Context: an optimization exercise on an open-source flow, tuned for small area. The choices shown serve that exercise and are no tape-out recipe.
The RTL was checked by simulation tests, not by an equivalence proof against the original design.
No activity file was given, so power comes from the tool's default toggle rates.

red:
==> module fetch_unit, before the edit <==
module fetch_unit (
    input  logic                         clk,
    input  logic                         rst,
    input  logic                         pc_en,
    input  logic                         modify_pc_ex,
    input  logic [fetch_pkg::ADDR_W-1:0] update_pc_ex,
    input  logic                         update_btb_ex,
    input  logic [fetch_pkg::ADDR_W-1:0] pc_ex,
    input  logic [fetch_pkg::ADDR_W-1:0] jump_addr_ex,
    input  logic                         ex_branch_taken,
    output logic [fetch_pkg::ADDR_W-1:0] pc_if,
    output logic                         predicted_taken_if,
    output logic [fetch_pkg::ADDR_W-1:0] predicted_target_if
);
    localparam int SETS  = fetch_pkg::SETS;
    localparam int TAG_W = fetch_pkg::TAG_W;
    localparam int AW    = fetch_pkg::ADDR_W;
    logic [1:0]       st_q   [SETS];
    logic [TAG_W-1:0] tag0_q [SETS];
    logic [TAG_W-1:0] tag1_q [SETS];
    logic [AW-1:0]    tgt0_q [SETS];
    logic [AW-1:0]    tgt1_q [SETS];
    logic [1:0]       ctr0_q [SETS];
    logic [1:0]       ctr1_q [SETS];
    logic [AW-1:0]    pc_q;
    logic [SETS*TAG_W-1:0] tag0_rows, tag1_rows;
    logic [SETS*AW-1:0]    tgt0_rows, tgt1_rows;
    logic [SETS*4-1:0]     f_rows;    
    logic [SETS*6-1:0]     u_rows;    
    always_comb begin
        for (int s = 0; s < SETS; s++) begin
            tag0_rows[s*TAG_W +: TAG_W] = tag0_q[s];
            tag1_rows[s*TAG_W +: TAG_W] = tag1_q[s];
            tgt0_rows[s*AW +: AW]       = tgt0_q[s];
            tgt1_rows[s*AW +: AW]       = tgt1_q[s];
            f_rows[s*4 +: 4]            = {st_q[s], ctr1_q[s][1], ctr0_q[s][1]};
            u_rows[s*6 +: 6]            = {st_q[s], ctr1_q[s], ctr0_q[s]};
        end
    end
    logic [SETS-1:0]  f_dec;
    logic [TAG_W-1:0] f_tag0, f_tag1;
    logic [AW-1:0]    f_tgt0, f_tgt1;
    logic [1:0]       f_st;
    logic             f_c0, f_c1;
    logic             f_hit0, f_hit1, f_tk0, f_tk1;
    logic [AW-1:0]    seq_pc;
    logic [AW-1:0]    pred_tgt;
    btb_dec3 u_fdec (.a(pc_q[4:2]), .y(f_dec));
    btb_rd8 #(.W(TAG_W)) u_ftag0 (.sel(f_dec), .d(tag0_rows), .q(f_tag0));
    btb_rd8 #(.W(TAG_W)) u_ftag1 (.sel(f_dec), .d(tag1_rows), .q(f_tag1));
    btb_rd8 #(.W(AW))    u_ftgt0 (.sel(f_dec), .d(tgt0_rows), .q(f_tgt0));
    btb_rd8 #(.W(AW))    u_ftgt1 (.sel(f_dec), .d(tgt1_rows), .q(f_tgt1));
    btb_rd8 #(.W(4))     u_fst   (.sel(f_dec), .d(f_rows),    .q({f_st, f_c1, f_c0}));
    btb_cmp u_fcmp0 (.valid(f_st[1] | f_st[0]), .tag(f_tag0), .addr_tag(pc_q[31:5]), .hit(f_hit0));
    btb_cmp u_fcmp1 (.valid(f_st[1]),           .tag(f_tag1), .addr_tag(pc_q[31:5]), .hit(f_hit1));
    btb_inc u_inc (.pc(pc_q), .seq(seq_pc));
    logic          f_seq;
    logic          pc_upd, pc_pred, pc_hold;
    logic [AW-1:0] pc_d;
    assign f_tk0 = f_hit0 && f_c0;
    assign f_tk1 = f_hit1 && f_c1;
    assign f_seq = !(f_tk0 || f_tk1);
    assign pc_upd  = pc_en && modify_pc_ex;
    assign pc_pred = pc_en && !modify_pc_ex;
    assign pc_hold = !pc_en;
    for (genvar b = 0; b < AW; b++) begin : g_pc
        btb_ao222 u_pred (.a0(f_tk0), .b0(f_tgt0[b]), .a1(f_tk1), .b1(f_tgt1[b]),
                          .a2(f_seq), .b2(seq_pc[b]), .y(pred_tgt[b]));
        btb_ao222 u_next (.a0(pc_upd), .b0(update_pc_ex[b]), .a1(pc_pred), .b1(pred_tgt[b]),
                          .a2(pc_hold), .b2(pc_q[b]), .y(pc_d[b]));
    end
    assign pc_if               = pc_q;
    assign predicted_taken_if  = !f_seq;
    assign predicted_target_if = pred_tgt;
    always_ff @(posedge clk or posedge rst) begin
        if (rst) pc_q <= '0;
        else     pc_q <= pc_d;
    end
    logic [SETS-1:0]  u_dec;
    logic [TAG_W-1:0] u_tag0, u_tag1;
    logic [1:0]       u_st, u_c0, u_c1, new_ctr;
    logic [SETS-1:0]  we0, we1;
    logic             u_hit0, u_hit1, u_way;
    btb_dec3 u_udec (.a(pc_ex[4:2]), .y(u_dec));
    btb_rd8 #(.W(TAG_W)) u_utag0 (.sel(u_dec), .d(tag0_rows), .q(u_tag0));
    btb_rd8 #(.W(TAG_W)) u_utag1 (.sel(u_dec), .d(tag1_rows), .q(u_tag1));
    btb_rd8 #(.W(6))     u_ust   (.sel(u_dec), .d(u_rows),    .q({u_st, u_c1, u_c0}));
    btb_cmp u_ucmp0 (.valid(u_st[1] | u_st[0]), .tag(u_tag0), .addr_tag(pc_ex[31:5]), .hit(u_hit0));
    btb_cmp u_ucmp1 (.valid(u_st[1]),           .tag(u_tag1), .addr_tag(pc_ex[31:5]), .hit(u_hit1));
    btb_update u_upd (
        .hit0(u_hit0), .hit1(u_hit1), .st(u_st), .ctr0(u_c0), .ctr1(u_c1),
        .taken(ex_branch_taken), .way(u_way), .new_ctr(new_ctr)
    );
    always_comb begin
        for (int s = 0; s < SETS; s++) begin
            we0[s] = update_btb_ex && u_dec[s] && !u_way;
            we1[s] = update_btb_ex && u_dec[s] && u_way;
        end
    end
    always_ff @(posedge clk or posedge rst) begin
        if (rst) begin
            for (int s = 0; s < SETS; s++) st_q[s] <= '0;
        end else begin
            for (int s = 0; s < SETS; s++)
                st_q[s] <= {st_q[s][1] || we1[s], we0[s] || (st_q[s][0] && !we1[s])};
        end
    end
    always_ff @(posedge clk) begin
        for (int s = 0; s < SETS; s++) begin
            if (we0[s]) begin
                tag0_q[s] <= pc_ex[31:5];
                tgt0_q[s] <= jump_addr_ex;
                ctr0_q[s] <= new_ctr;
            end
            if (we1[s]) begin
                tag1_q[s] <= pc_ex[31:5];
                tgt1_q[s] <= jump_addr_ex;
                ctr1_q[s] <= new_ctr;
            end
        end
    end
endmodule
clock: 10.0 ns
lec_check: 0
cap_margin: 0
core_margin: 2
core_utilization: 60
slew_margin: 0
synth_hierarchical: 1
standard.sh (not shown) runs the stock make flow with config.mk's settings and CLKGATE_MAP_FILE= SYNTH_SCRIPT=/design/flow/synth_recipe.tcl, a recipe that flattens the netlist after the stock synthesis.
==> flow/flow/run.sh <==
#!/bin/bash
# Standard ORFS layout (standard.sh, synthesis included) with two changes:
# one-drive buffers on the ports, and a clock tree of clkbuf_8 leaf
# clusters without dummy loads.
set -uo pipefail
export BUFFER_PORTS_ARGS="-buffer_cell sky130_fd_sc_hd__buf_1"
export CTS_ARGS="-sink_clustering_enable -repair_clock_nets -dont_use_dummy_load -buf_list sky130_fd_sc_hd__clkbuf_8 -sink_clustering_size 18 -sink_clustering_max_diameter 60"
bash standard.sh finish > flow_make.log 2>&1
The inputs of blue differ from those of red as listed below.
--- a/flow/design.v
+++ b/flow/design.v
@@ -68,6 +68,40 @@
 );
     assign y = !(a && b);
 endmodule
+module btb_rd16s #(
+    parameter int W = 1
+) (
+    input  logic [7:0]     sel0,
+    input  logic [7:0]     sel1,
+    input  logic           sel_seq,
+    input  logic [8*W-1:0] d0,
+    input  logic [8*W-1:0] d1,
+    input  logic [W-1:0]   seq,
+    output logic [W-1:0]   q
+);
+    for (genvar b = 0; b < W; b++) begin : g_bit
+        logic n0, n1, n2, n3, n4;
+        btb_aoi222 u_a (.a0(sel0[0]), .b0(d0[0*W+b]), .a1(sel0[1]), .b1(d0[1*W+b]),
+                        .a2(sel0[2]), .b2(d0[2*W+b]), .y(n0));
+        btb_aoi222 u_b (.a0(sel0[3]), .b0(d0[3*W+b]), .a1(sel0[4]), .b1(d0[4*W+b]),
+                        .a2(sel0[5]), .b2(d0[5*W+b]), .y(n1));
+        btb_aoi222 u_c (.a0(sel0[6]), .b0(d0[6*W+b]), .a1(sel0[7]), .b1(d0[7*W+b]),
+                        .a2(sel1[0]), .b2(d1[0*W+b]), .y(n2));
+        btb_aoi222 u_d (.a0(sel1[1]), .b0(d1[1*W+b]), .a1(sel1[2]), .b1(d1[2*W+b]),
+                        .a2(sel1[3]), .b2(d1[3*W+b]), .y(n3));
+        btb_aoi222 u_e (.a0(sel1[4]), .b0(d1[4*W+b]), .a1(sel1[5]), .b1(d1[5*W+b]),
+                        .a2(sel1[6]), .b2(d1[6*W+b]), .y(n4));
+        btb_rd16_tail u_f (.n({n4, n3, n2, n1, n0}), .a0(sel1[7]), .b0(d1[7*W+b]),
+                           .a1(sel_seq), .b1(seq[b]), .y(q[b]));
+    end
+endmodule
+module btb_rd16_tail (
+    input  logic [4:0] n,
+    input  logic       a0, b0, a1, b1,
+    output logic       y
+);
+    assign y = !((&n) && !(a0 && b0) && !(a1 && b1));
+endmodule
 `default_nettype wire
 `timescale 1ns/1ps
 `default_nettype none
@@ -214,7 +248,6 @@
     end
     logic [SETS-1:0]  f_dec;
     logic [TAG_W-1:0] f_tag0, f_tag1;
-    logic [AW-1:0]    f_tgt0, f_tgt1;
     logic [1:0]       f_st;
     logic             f_c0, f_c1;
     logic             f_hit0, f_hit1, f_tk0, f_tk1;
@@ -223,8 +256,6 @@
     btb_dec3 u_fdec (.a(pc_q[4:2]), .y(f_dec));
     btb_rd8 #(.W(TAG_W)) u_ftag0 (.sel(f_dec), .d(tag0_rows), .q(f_tag0));
     btb_rd8 #(.W(TAG_W)) u_ftag1 (.sel(f_dec), .d(tag1_rows), .q(f_tag1));
-    btb_rd8 #(.W(AW))    u_ftgt0 (.sel(f_dec), .d(tgt0_rows), .q(f_tgt0));
-    btb_rd8 #(.W(AW))    u_ftgt1 (.sel(f_dec), .d(tgt1_rows), .q(f_tgt1));
     btb_rd8 #(.W(4))     u_fst   (.sel(f_dec), .d(f_rows),    .q({f_st, f_c1, f_c0}));
     btb_cmp u_fcmp0 (.valid(f_st[1] | f_st[0]), .tag(f_tag0), .addr_tag(pc_q[31:5]), .hit(f_hit0));
     btb_cmp u_fcmp1 (.valid(f_st[1]),           .tag(f_tag1), .addr_tag(pc_q[31:5]), .hit(f_hit1));
@@ -238,9 +269,11 @@
     assign pc_upd  = pc_en && modify_pc_ex;
     assign pc_pred = pc_en && !modify_pc_ex;
     assign pc_hold = !pc_en;
+    btb_rd16s #(.W(AW)) u_ftgt (
+        .sel0(f_dec & {SETS{f_tk0}}), .sel1(f_dec & {SETS{f_tk1}}), .sel_seq(f_seq),
+        .d0(tgt0_rows), .d1(tgt1_rows), .seq(seq_pc), .q(pred_tgt)
+    );
     for (genvar b = 0; b < AW; b++) begin : g_pc
-        btb_ao222 u_pred (.a0(f_tk0), .b0(f_tgt0[b]), .a1(f_tk1), .b1(f_tgt1[b]),
-                          .a2(f_seq), .b2(seq_pc[b]), .y(pred_tgt[b]));
         btb_ao222 u_next (.a0(pc_upd), .b0(update_pc_ex[b]), .a1(pc_pred), .b1(pred_tgt[b]),
                           .a2(pc_hold), .b2(pc_q[b]), .y(pc_d[b]));
     end
## What came out
- Going from red to blue, the setup slack of the worst register-to-register path was found to have gone down by 0.12 ns.
- blue vs red on fmax: blue is the lower one.
- Taking red as the reference, in blue fraction of power spent switching nets shows a reduction of 1.3 points, global-route usage shows no meaningful change.
- Diff red -> blue: multi-input gate area in the final layout went up about 0.3%, non-clock buffer count in the final layout decreased 0.40%.
- Maximum number of pins on one net before global-route repair came out lower on blue than on red.
- blue: worst relative slew slack higher than red

-- port drivers added, routing unchanged --
In the flow no input, the clock included, has a driving cell. The finished layouts below were timed again as built, in two steps.
Step 1 sets driving cells, clkbuf_16 on the clock port and buf_2 on the other inputs (assumed; they add their load-dependent delay and slew).
Step 2 moves the port delays by t, midway between the first and last clock arrival at a register: inputs arrive t later, outputs are due t later. That takes back most of the time a late clock gives input paths.
Slacks: ideal / step 1 / step 2; pairs: ideal / step 1.
run	shift t [ns]	slack for setup (ns)	worst setup path after step 2
red	0.739	0.565 / 0.504 / 1.243	register to output
blue	0.738	0.425 / 0.360 / 1.097	register to output
After both steps every run listed still meets setup and hold.
